Source: an optimization exercise on an open RTL-to-GDS flow (aim: small area, a short achievable clock period and few clock cycles per item). Production flows keep margins and buffers that such runs may drop.
No activity file was given, so power comes from the tool's default toggle rates.

Setup of main:
// streaming_top_k_selector_core
module streaming_top_k_selector_core
(
    input  logic         clk,
    input  logic         rst_n,
    input  logic         cfg_we,
    input  logic [3:0]   cfg_wdata,
    input  logic         s_tvalid,
    output logic         s_tready,
    input  logic [31:0]  s_tdata,
    input  logic         s_tlast,
    output logic         m_tvalid,
    input  logic         m_tready,
    output logic [55:0]  m_tdata,
    output logic [0:0]   m_tuser,
    output logic         m_tlast
);
export LEC_CHECK = 0
export CAP_MARGIN = 20
export CORE_MARGIN = 2
export CORE_UTILIZATION = 40
export PLACE_DENSITY = 0.6
export SETUP_SLACK_MARGIN = 3.5
export SLEW_MARGIN = 20
create_clock -name core_clock -period 6.0 [get_ports {clk}]
run.sh (not shown) runs the stock make flow with config.mk's settings and CLKGATE_MAP_FILE= SYNTH_SCRIPT=/design/flow/synth_recipe.tcl, a recipe that flattens the netlist after the stock synthesis.
Modified inputs, the feature branch compared to main
-- flow/design.v --
<<< main, line 97
    logic [7:0]  at;
    logic [7:0]  sd;
    logic [7:0]  hold;
    logic        ins;
    logic        adj;
>>> the feature branch, line 97
    logic [7:0]  at;
    logic [7:0]  sd;
    logic        ins;
    logic        adj;
<<< main, line 114
            at[m] = bt_reg[m] && !chain[m];
            sd[m] = chain[m] && ((m == 0 ? 1'b1 : vld_reg[(m > 0) ? m - 1 : 0]) || adj);
            hold[m] = !(sd[m] || at[m]);
        end
        s2_end = s2_v && s2_last;
>>> the feature branch, line 113
            at[m] = bt_reg[m] && !chain[m];
            sd[m] = chain[m] && ((m == 0 ? 1'b1 : vld_reg[(m > 0) ? m - 1 : 0]) || adj);
        end
        s2_end = s2_v && s2_last;
<<< main, line 126
    stk_gt u_gti (.a(s1_score), .b(s2_score), .gt(gi));
    logic        load;
    logic        out_keep;
    logic        drain_end;
    logic [49:0] pick;
    assign load      = act_reg && (!out_v || m_tready);
    assign out_keep  = !act_reg || (out_v && !m_tready);
    assign drain_end = !rem_reg[1];
    always_comb
>>> the feature branch, line 124
    stk_gt u_gti (.a(s1_score), .b(s2_score), .gt(gi));
    logic        load;
    logic        drain_end;
    logic [49:0] pick;
    assign load      = act_reg && (!out_v || m_tready);
    assign drain_end = !rem_reg[1];
    always_comb
<<< main, line 143
    logic        accept;
    logic        s1_load;
    logic        s1_keep;
    logic        s1_v_n;
    logic        s1_last_n;
>>> the feature branch, line 139
    logic        accept;
    logic        s1_load;
    logic        s1_v_n;
    logic        s1_last_n;
<<< main, line 157
    logic [6:0]  room_n;
    logic        out_v_n;
    logic [7:0]  bt_base;
    logic [7:0]  bt_fix;
    logic [7:0]  bt_n;
    logic        push;           
    assign move    = s1_v && ok_reg;
    assign accept  = s_tvalid && rdy_reg;
    assign s1_load = !s1_v || ok_reg;
    assign s1_keep = s1_v && !ok_reg;
    assign push    = adj && ins;
    always_comb
>>> the feature branch, line 152
    logic [6:0]  room_n;
    logic        out_v_n;
    logic [7:0]  g_n;
    logic        push;           
    assign move    = s1_v && ok_reg;
    assign accept  = s_tvalid && rdy_reg;
    assign s1_load = !s1_v || ok_reg;
    assign push    = adj && ins;
    always_comb
<<< main, line 207
        for (int m = 0; m < 8; m++)
        begin
            bt_base[m]  = move && s1_km[m];
            bt_fix[m]   = s2_end
                       || (sd[m] && (m == 0 ? 1'b1 : !vld_reg[(m > 0) ? m - 1 : 0]))
                       || (hold[m] && !vld_reg[m]);
            bt_n[m]     = bt_base[m]
                       && (bt_fix[m]
                           || (sd[m] && gl[(m > 0) ? m - 1 : 0])
                           || (at[m] && gi)
                           || (hold[m] && gl[m]));
        end
    end
>>> the feature branch, line 199
        for (int m = 0; m < 8; m++)
        begin
            if (sd[m])
                g_n[m] = gl[(m > 0) ? m - 1 : 0];
            else if (at[m])
                g_n[m] = gi;
            else
                g_n[m] = gl[m];
        end
    end
<<< main, line 290
                pos_reg <= pos_reg + 18'd1;
        end
        s1_km    <= (km_cfg & {8{s1_load}}) | (s1_km & {8{s1_keep}});
        s1_score <= (s_tdata & {32{s1_load}}) | (s1_score & {32{s1_keep}});
        s1_last  <= s1_last_n;
        s2_last  <= s1_last;
>>> the feature branch, line 279
                pos_reg <= pos_reg + 18'd1;
        end
        if (s1_load)
        begin
            s1_km    <= km_cfg;
            s1_score <= s_tdata;
        end
        s1_last  <= s1_last_n;
        s2_last  <= s1_last;
<<< main, line 299
        for (int m = 0; m < 8; m++)
        begin
            bt_reg[m] <= bt_n[m];
            sc_reg[m] <= (sc_reg[m] & {32{hold[m]}})
                       | (sc_reg[(m > 0) ? m - 1 : 0] & {32{sd[m]}})
                       | (s2_score & {32{at[m]}});
            ix_reg[m] <= (ix_reg[m] & {18{hold[m]}})
                       | (ix_reg[(m > 0) ? m - 1 : 0] & {18{sd[m]}})
                       | (s2_idx & {18{at[m]}});
        end
        ptr_reg  <= ptr_n;
>>> the feature branch, line 291
        for (int m = 0; m < 8; m++)
        begin
            bt_reg[m] <= move && s1_km[m] && (!vld_n[m] || g_n[m]);
            if (sd[m])
            begin
                sc_reg[m] <= sc_reg[(m > 0) ? m - 1 : 0];
                ix_reg[m] <= ix_reg[(m > 0) ? m - 1 : 0];
            end
            else if (at[m])
            begin
                sc_reg[m] <= s2_score;
                ix_reg[m] <= s2_idx;
            end
        end
        ptr_reg  <= ptr_n;
<<< main, line 312
        gap_reg  <= gap_n;
        room_reg <= room_n;
        out_last <= (drain_end & load) | (out_last & out_keep);
        out_user <= (fil_reg[0] & load) | (out_user & out_keep);
        out_data <= ((fil_reg[0] ? pick : {32'h8000_0000, 18'b0}) & {50{load}})
                  | (out_data & {50{out_keep}});
    end
endmodule
>>> the feature branch, line 308
        gap_reg  <= gap_n;
        room_reg <= room_n;
        if (load)
        begin
            out_last <= drain_end;
            out_user <= fil_reg[0];
            out_data <= fil_reg[0] ? pick : {32'h8000_0000, 18'b0};
        end
    end
endmodule
==> run notes <==
- Against main as the reference, the feature branch delivers a lower post-cts sizing count.
- The utilization of the feature branch falls short of that of main by 0.48 points.
- The feature branch vs. main: fraction of layout instances using a drive strength above 1 now sits higher, arithmetic-cell share of the synthesized area counting full adders, half adders and majority gates now sits lower, detailed-route wire length now sits lower.
- The lower layout buffering overhead excluding clock cells of the feature branch and main is in the feature branch.
- Maximum clock frequency delta for the feature branch relative to main: about 0.8% lower
- Summary of the comparison: worst setup slack is lower in the feature branch, relative to main.
- Per the comparison of the feature branch with main, worst slack at placement went up by 0.16 ns, number of gates on the worst path with buffers counted went up by 5, netlist area before placement went up by 5.0%.
- The part of the power in combinational logic reported for the feature branch is smaller than that of main by 0.6 points.
Function was not checked in any run of this note: the RTL went through the layout flow alone.

-- static timing again, ports no longer ideal --
In the flow no input, the clock included, has a driving cell. The finished layouts below were timed again as built, in two steps. Step 1, drivers: a clkbuf_16 drives clk and a buf_2 each remaining input, both assumed. Step 2 times the ports against the registers' clock, not the clock port: input delays grow and output delays shrink by t, the midpoint of the rising clock arrivals with the driver on. a / b / c = no drivers / after step 1 / after step 2; a / b = the first two.
| run | shift t [ns] | setup slack, ns | worst data-port slew with drivers (ns) | cell pins on the clock port's net |
|---|---|---|---|---|
| main | 0.689 | 3.307 / 3.307 / 3.053 | 0.05 | 1 |
| the feature branch | 0.676 | 3.286 / 3.286 / 3.043 | 0.04 | 1 |
After both steps setup and hold are still met in every run listed. The setup slack of main, which loses most, moves by 0.000 ns with the drivers and by -0.254 ns with both steps.
